This design comes from an exercise in tuning for small area, a short achievable clock period and few clock cycles per item on the open sky130 flow, not from production work. Where RTL was checked, it was by simulation tests only, not by an equivalence proof against the original. No activity file was given, so power comes from the tool's default toggle rates.

==> inputs of nickel <==
## add_seq_ctrl
module add_seq_ctrl
#(
    parameter int unsigned N     = add_seq_pkg::ADDSEQ_N,
    parameter int unsigned WORDS = add_seq_pkg::ADDSEQ_WORDS
) (
    input  logic             clk,
    input  logic             rst,
    input  logic             in_valid,
    output logic             in_ready,
    input  logic [N*WORDS-1:0] a,
    input  logic [N*WORDS-1:0] b,
    input  logic             cin,
    input  logic             sub,
    output logic             out_valid,
    input  logic             out_ready,
    output logic [N*WORDS-1:0] sum,
    output logic             cout
);
Settings: LEC_CHECK=0, CAP_MARGIN=20, CORE_MARGIN=2, CORE_UTILIZATION=40, SLEW_MARGIN=20; clock period 28.0 ns.
standard.sh (not shown) runs the stock make flow with config.mk's settings and CLKGATE_MAP_FILE= SYNTH_SCRIPT=/design/flow/synth_recipe.tcl, a recipe that flattens the netlist after the stock synthesis.
==> flow/flow/run.sh <==
#!/bin/bash
# The standard layout (standard.sh) with changes to how it is made; the
# constraints (constraint.sdc) are the standard flow's, unchanged. ORFS keeps each tool's
# log in orfs/logs; this script's own output goes to standard.log.
MARGIN=19
bash standard.sh finish \
  "BUFFER_PORTS_ARGS=-buffer_cell sky130_fd_sc_hd__buf_1" \
  SETUP_SLACK_MARGIN=$MARGIN \
  PRE_RESIZE_TCL=$PWD/flow/pre_resize.tcl  "ABC_AREA=1" "DONT_USE_CELLS= sky130_fd_sc_hd__probe_p_8 sky130_fd_sc_hd__probec_p_8 sky130_fd_sc_hd__lpflow_bleeder_1 sky130_fd_sc_hd__lpflow_clkbufkapwr_1 sky130_fd_sc_hd__lpflow_clkbufkapwr_16 sky130_fd_sc_hd__lpflow_clkbufkapwr_2 sky130_fd_sc_hd__lpflow_clkbufkapwr_4 sky130_fd_sc_hd__lpflow_clkbufkapwr_8 sky130_fd_sc_hd__lpflow_clkinvkapwr_1 sky130_fd_sc_hd__lpflow_clkinvkapwr_16 sky130_fd_sc_hd__lpflow_clkinvkapwr_2 sky130_fd_sc_hd__lpflow_clkinvkapwr_4 sky130_fd_sc_hd__lpflow_clkinvkapwr_8 sky130_fd_sc_hd__lpflow_decapkapwr_12 sky130_fd_sc_hd__lpflow_decapkapwr_3 sky130_fd_sc_hd__lpflow_decapkapwr_4 sky130_fd_sc_hd__lpflow_decapkapwr_6 sky130_fd_sc_hd__lpflow_decapkapwr_8 sky130_fd_sc_hd__lpflow_inputiso0n_1 sky130_fd_sc_hd__lpflow_inputiso0p_1 sky130_fd_sc_hd__lpflow_inputiso1n_1 sky130_fd_sc_hd__lpflow_inputiso1p_1 sky130_fd_sc_hd__lpflow_inputisolatch_1 sky130_fd_sc_hd__lpflow_isobufsrc_1 sky130_fd_sc_hd__lpflow_isobufsrc_16 sky130_fd_sc_hd__lpflow_isobufsrc_2 sky130_fd_sc_hd__lpflow_isobufsrc_4 sky130_fd_sc_hd__lpflow_isobufsrc_8 sky130_fd_sc_hd__lpflow_isobufsrckapwr_16 sky130_fd_sc_hd__lpflow_lsbuf_lh_hl_isowell_tap_1 sky130_fd_sc_hd__lpflow_lsbuf_lh_hl_isowell_tap_2 sky130_fd_sc_hd__lpflow_lsbuf_lh_hl_isowell_tap_4 sky130_fd_sc_hd__lpflow_lsbuf_lh_isowell_4 sky130_fd_sc_hd__lpflow_lsbuf_lh_isowell_tap_1 sky130_fd_sc_hd__lpflow_lsbuf_lh_isowell_tap_2 sky130_fd_sc_hd__lpflow_lsbuf_lh_isowell_tap_4  sky130_fd_sc_hd__fa_1 sky130_fd_sc_hd__fa_2 sky130_fd_sc_hd__fa_4" "CORE_UTILIZATION=60" "CTS_CLUSTER_SIZE=24" "CTS_CLUSTER_DIAMETER=90" > standard.log 2>&1
==> flow/flow/pre_resize.tcl <==
# Sourced before the placement-stage repair_design: cap the fanout of every net
# so that wide nets (sub, the register enables) are split into buffer trees
# placed near their loads.
set_max_fanout 16 [current_design]
==> inputs of indigo, as changes to nickel <==
==> flow/flow/fanout_tree.tcl (new file) <==
# Rebuilds the buffering of a wide input net as a two-level tree placed near
# its loads. Sourced after global placement, before repair_design.
#   build_port_tree PORT LEAF_CELL GROUP
# collects every load reached from PORT's input buffer through plain buffers,
# removes those buffers, splits the loads by location into groups of at most
# GROUP pins, and drives each group from a LEAF_CELL buffer at its centroid.
proc fot_is_buf { inst } {
  set m [[$inst getMaster] getName]
  return [regexp {__(buf|clkbuf)_[0-9]+$} $m]
}
proc fot_collect { net leavesVar bufsVar } {
  upvar $leavesVar leaves
  upvar $bufsVar bufs
  foreach it [$net getITerms] {
    if { [$it getIoType] ne "INPUT" } { continue }
    set inst [$it getInst]
    if { [fot_is_buf $inst] } {
      lappend bufs $inst
      fot_collect [[$inst findITerm X] getNet] leaves bufs
    } else {
      lappend leaves $it
    }
  }
}
proc fot_xy { it } {
  set inst [$it getInst]
  set bb [$inst getBBox]
  return [list [expr {([$bb xMin] + [$bb xMax]) / 2}] [expr {([$bb yMin] + [$bb yMax]) / 2}]]
}
proc build_port_tree { port leaf_cell group } {
  set block [ord::get_db_block]
  set db [ord::get_db]
  set pnet [[$block findBTerm $port] getNet]
  set ibuf ""
  foreach it [$pnet getITerms] { set ibuf [$it getInst] }
  set onet [[$ibuf findITerm X] getNet]
  set leaves {}
  set bufs {}
  fot_collect $onet leaves bufs
  # move every leaf onto the input buffer's net and drop the old buffers
  foreach it $leaves {
    if { [$it getNet] ne $onet } { $it disconnect; $it connect $onet }
  }
  foreach b $bufs {
    set n [[$b findITerm X] getNet]
    odb::dbInst_destroy $b
    if { $n ne "NULL" && [llength [$n getITerms]] == 0 } { odb::dbNet_destroy $n }
  }
  set n [llength $leaves]
  set ngroups [expr {int(ceil(double($n) / $group))}]
  set ncols [expr {max(1, int(round(sqrt($ngroups))))}]
  # sort by x into columns, then by y inside each column, then chunk
  set pts {}
  foreach it $leaves { lappend pts [concat [list $it] [fot_xy $it]] }
  set pts [lsort -integer -index 1 $pts]
  set percol [expr {int(ceil(double($n) / $ncols))}]
  set master [$db findMaster $leaf_cell]
  set k 0
  for { set c 0 } { $c < $n } { incr c $percol } {
    set col [lsort -integer -index 2 [lrange $pts $c [expr {$c + $percol - 1}]]]
    set m [llength $col]
    set per [expr {int(ceil(double($m) / int(ceil(double($m) / $group))))}]
    for { set g 0 } { $g < $m } { incr g $per } {
      set grp [lrange $col $g [expr {$g + $per - 1}]]
      set sx 0; set sy 0
      foreach p $grp { incr sx [lindex $p 1]; incr sy [lindex $p 2] }
      set cx [expr {$sx / [llength $grp]}]
      set cy [expr {$sy / [llength $grp]}]
      set name "fot_${port}_$k"
      set inst [odb::dbInst_create $block $master $name]
      set net [odb::dbNet_create $block "${name}_net"]
      $inst setLocation $cx $cy
      $inst setPlacementStatus PLACED
      [$inst findITerm A] connect $onet
      [$inst findITerm X] connect $net
      foreach p $grp {
        set it [lindex $p 0]
        $it disconnect
        $it connect $net
      }
      incr k
    }
  }
  # power pins of the new buffers
  foreach i [$block getInsts] {
    if { [string match "fot_${port}_*" [$i getName]] } {
      foreach it [$i getITerms] {
        set t [[$it getMTerm] getSigType]
        if { $t eq "POWER" } { $it connect [$block findNet VDD] }
        if { $t eq "GROUND" } { $it connect [$block findNet VSS] }
      }
    }
  }
  puts "build_port_tree $port: $n loads, removed [llength $bufs] buffers, added $k $leaf_cell"
}
==> flow/flow/pre_resize.tcl (replaced) <==
# Sourced by ORFS after global placement, before repair_design (PRE_RESIZE_TCL).
source [file join [file dirname [info script]] fanout_tree.tcl]
build_port_tree sub sky130_fd_sc_hd__buf_4 16
==> inputs of tundra, as changes to nickel <==
--- a/flow/design.v
+++ b/flow/design.v
@@ -5,17 +5,18 @@
 module cla #(
     parameter int unsigned N = 256
 ) (
     input  logic [N-1:0] A,
     input  logic [N-1:0] B,
+    input  logic         Sub,
     input  logic         Cin,
     output logic [N-1:0] Sum,
     output logic         Cout
 );
     logic [N-1:0] g, p;
-    assign g = A & B;
-    assign p = A ^ B;
+    assign p = A ^ B ^ {N{Sub}};
+    assign g = A & ~p;
     logic LG0_0, LP0_0;
     assign LG0_0 = g[0];
     assign LP0_0 = p[0];
     logic LG0_1, LP0_1;
     assign LG0_1 = g[1] | (p[1] & LG0_0);
@@ -1508,19 +1509,20 @@
     input  logic             out_ready,
     output logic [N*WORDS-1:0] sum,
     output logic             cout
 );
     localparam int unsigned W = N * WORDS;
-    logic [W-1:0] b_eff;
+    logic         sub_eff;
     logic         c_eff;
     logic [W-1:0] add_sum;
     logic         add_cout;
-    assign b_eff = sub ? ~b : b;
-    assign c_eff = sub | cin;
+    assign sub_eff = sub;
+    assign c_eff   = sub | cin;
     cla #(.N(W)) u_cla (
         .A    (a),
-        .B    (b_eff),
+        .B    (b),
+        .Sub  (sub_eff),
         .Cin  (c_eff),
         .Sum  (add_sum),
         .Cout (add_cout)
     );
     logic         out_valid_q;    
==> flow/flow/run.sh (replaced) <==
#!/bin/bash
# The standard layout (standard.sh) with changes to how it is made; the
# constraints (constraint.sdc) are the standard flow's, unchanged. ORFS keeps each tool's
# log in orfs/logs; this script's own output goes to standard.log.
MARGIN=19.5
bash standard.sh finish \
  "BUFFER_PORTS_ARGS=-buffer_cell sky130_fd_sc_hd__buf_1" \
  SETUP_SLACK_MARGIN=$MARGIN \
  PRE_RESIZE_TCL=$PWD/flow/pre_resize.tcl  "ABC_AREA=1" "DONT_USE_CELLS= sky130_fd_sc_hd__probe_p_8 sky130_fd_sc_hd__probec_p_8 sky130_fd_sc_hd__lpflow_bleeder_1 sky130_fd_sc_hd__lpflow_clkbufkapwr_1 sky130_fd_sc_hd__lpflow_clkbufkapwr_16 sky130_fd_sc_hd__lpflow_clkbufkapwr_2 sky130_fd_sc_hd__lpflow_clkbufkapwr_4 sky130_fd_sc_hd__lpflow_clkbufkapwr_8 sky130_fd_sc_hd__lpflow_clkinvkapwr_1 sky130_fd_sc_hd__lpflow_clkinvkapwr_16 sky130_fd_sc_hd__lpflow_clkinvkapwr_2 sky130_fd_sc_hd__lpflow_clkinvkapwr_4 sky130_fd_sc_hd__lpflow_clkinvkapwr_8 sky130_fd_sc_hd__lpflow_decapkapwr_12 sky130_fd_sc_hd__lpflow_decapkapwr_3 sky130_fd_sc_hd__lpflow_decapkapwr_4 sky130_fd_sc_hd__lpflow_decapkapwr_6 sky130_fd_sc_hd__lpflow_decapkapwr_8 sky130_fd_sc_hd__lpflow_inputiso0n_1 sky130_fd_sc_hd__lpflow_inputiso0p_1 sky130_fd_sc_hd__lpflow_inputiso1n_1 sky130_fd_sc_hd__lpflow_inputiso1p_1 sky130_fd_sc_hd__lpflow_inputisolatch_1 sky130_fd_sc_hd__lpflow_isobufsrc_1 sky130_fd_sc_hd__lpflow_isobufsrc_16 sky130_fd_sc_hd__lpflow_isobufsrc_2 sky130_fd_sc_hd__lpflow_isobufsrc_4 sky130_fd_sc_hd__lpflow_isobufsrc_8 sky130_fd_sc_hd__lpflow_isobufsrckapwr_16 sky130_fd_sc_hd__lpflow_lsbuf_lh_hl_isowell_tap_1 sky130_fd_sc_hd__lpflow_lsbuf_lh_hl_isowell_tap_2 sky130_fd_sc_hd__lpflow_lsbuf_lh_hl_isowell_tap_4 sky130_fd_sc_hd__lpflow_lsbuf_lh_isowell_4 sky130_fd_sc_hd__lpflow_lsbuf_lh_isowell_tap_1 sky130_fd_sc_hd__lpflow_lsbuf_lh_isowell_tap_2 sky130_fd_sc_hd__lpflow_lsbuf_lh_isowell_tap_4  sky130_fd_sc_hd__fa_1 sky130_fd_sc_hd__fa_2 sky130_fd_sc_hd__fa_4" "CORE_UTILIZATION=60" "CTS_CLUSTER_SIZE=24" "CTS_CLUSTER_DIAMETER=90" > standard.log 2>&1
==> flow/flow/fanout_tree.tcl (new file) <==
# Rebuilds the buffering of a wide input net as a two-level tree placed near
# its loads. Sourced after global placement, before repair_design.
#   build_port_tree PORT LEAF_CELL GROUP
# collects every load reached from PORT's input buffer through plain buffers,
# removes those buffers, splits the loads by location into groups of at most
# GROUP pins, and drives each group from a LEAF_CELL buffer at its centroid.
proc fot_is_buf { inst } {
  set m [[$inst getMaster] getName]
  return [regexp {__(buf|clkbuf)_[0-9]+$} $m]
}
proc fot_collect { net leavesVar bufsVar } {
  upvar $leavesVar leaves
  upvar $bufsVar bufs
  foreach it [$net getITerms] {
    if { [$it getIoType] ne "INPUT" } { continue }
    set inst [$it getInst]
    if { [fot_is_buf $inst] } {
      lappend bufs $inst
      fot_collect [[$inst findITerm X] getNet] leaves bufs
    } else {
      lappend leaves $it
    }
  }
}
proc fot_xy { it } {
  set inst [$it getInst]
  set bb [$inst getBBox]
  return [list [expr {([$bb xMin] + [$bb xMax]) / 2}] [expr {([$bb yMin] + [$bb yMax]) / 2}]]
}
proc build_port_tree { port leaf_cell group } {
  set block [ord::get_db_block]
  set db [ord::get_db]
  set pnet [[$block findBTerm $port] getNet]
  set ibuf ""
  foreach it [$pnet getITerms] { set ibuf [$it getInst] }
  set onet [[$ibuf findITerm X] getNet]
  set leaves {}
  set bufs {}
  fot_collect $onet leaves bufs
  # move every leaf onto the input buffer's net and drop the old buffers
  foreach it $leaves {
    if { [$it getNet] ne $onet } { $it disconnect; $it connect $onet }
  }
  foreach b $bufs {
    set n [[$b findITerm X] getNet]
    odb::dbInst_destroy $b
    if { $n ne "NULL" && [llength [$n getITerms]] == 0 } { odb::dbNet_destroy $n }
  }
  set n [llength $leaves]
  set ngroups [expr {int(ceil(double($n) / $group))}]
  set ncols [expr {max(1, int(round(sqrt($ngroups))))}]
  # sort by x into columns, then by y inside each column, then chunk
  set pts {}
  foreach it $leaves { lappend pts [concat [list $it] [fot_xy $it]] }
  set pts [lsort -integer -index 1 $pts]
  set percol [expr {int(ceil(double($n) / $ncols))}]
  set master [$db findMaster $leaf_cell]
  set k 0
  for { set c 0 } { $c < $n } { incr c $percol } {
    set col [lsort -integer -index 2 [lrange $pts $c [expr {$c + $percol - 1}]]]
    set m [llength $col]
    set per [expr {int(ceil(double($m) / int(ceil(double($m) / $group))))}]
    for { set g 0 } { $g < $m } { incr g $per } {
      set grp [lrange $col $g [expr {$g + $per - 1}]]
      set sx 0; set sy 0
      foreach p $grp { incr sx [lindex $p 1]; incr sy [lindex $p 2] }
      set cx [expr {$sx / [llength $grp]}]
      set cy [expr {$sy / [llength $grp]}]
      set name "fot_${port}_$k"
      set inst [odb::dbInst_create $block $master $name]
      set net [odb::dbNet_create $block "${name}_net"]
      $inst setLocation $cx $cy
      $inst setPlacementStatus PLACED
      [$inst findITerm A] connect $onet
      [$inst findITerm X] connect $net
      foreach p $grp {
        set it [lindex $p 0]
        $it disconnect
        $it connect $net
      }
      incr k
    }
  }
  # power pins of the new buffers
  foreach i [$block getInsts] {
    if { [string match "fot_${port}_*" [$i getName]] } {
      foreach it [$i getITerms] {
        set t [[$it getMTerm] getSigType]
        if { $t eq "POWER" } { $it connect [$block findNet VDD] }
        if { $t eq "GROUND" } { $it connect [$block findNet VSS] }
      }
    }
  }
  puts "build_port_tree $port: $n loads, removed [llength $bufs] buffers, added $k $leaf_cell"
}
==> flow/flow/pre_resize.tcl (replaced) <==
# Sourced by ORFS after global placement, before repair_design (PRE_RESIZE_TCL).
source [file join [file dirname [info script]] fanout_tree.tcl]
build_port_tree sub sky130_fd_sc_hd__buf_4 16
==> summary of the runs <==
- The lowest total power belongs to indigo, the highest to nickel.
- In tundra the hold slack is lower than in indigo, by 0.0032 ns.
- Of nickel and tundra, tundra has the higher via count (gap about 9%, measured against tundra).
- Against tundra, the clock skew of nickel is higher by 0.0011 ns.
- First-iteration DRC count: nickel > tundra > indigo.
- Between tundra and nickel, the lower fmax is in nickel (gap about 8%, measured against nickel).
Testbench counts of nickel, summed over its fixed seeds: cycles 1,288, items 1,280.
Testbench counts of indigo, summed over its fixed seeds: cycles 1,288, items 1,280.
Only the layout flow was run in tundra; the RTL was not checked for function there.

[port drivers added, routing unchanged]
No port has a modelled driver above. Below, the same layouts with a new extraction and two added sets of constraints. Step 1: set_driving_cell puts a clkbuf_16 on clk and a buf_2 on each other input, an assumption about the parent block. Step 2 times the ports against the registers' clock, not the clock port: input delays grow and output delays shrink by t, the midpoint of the rising clock arrivals with the driver on. Slacks: ideal ports / drivers / drivers and shift; pairs: ideal ports / drivers.
| run | t, ns | setup slack, ns | worst register clock-pin slew, ns | cell pins on the clock port's net |
|---|---|---|---|---|
| nickel | 0.665 | 19.036 / 19.056 / 18.391 | 0.11 / 0.11 | 1 |
| indigo | 0.661 | 19.271 / 19.269 / 18.608 | 0.10 / 0.10 | 1 |
| tundra | 0.673 | 19.714 / 19.562 / 18.889 | 0.10 / 0.10 | 1 |
After both steps setup and hold are still met in every run listed. The setup slack of tundra, which loses most, moves by -0.152 ns with the drivers and by -0.825 ns with both steps.
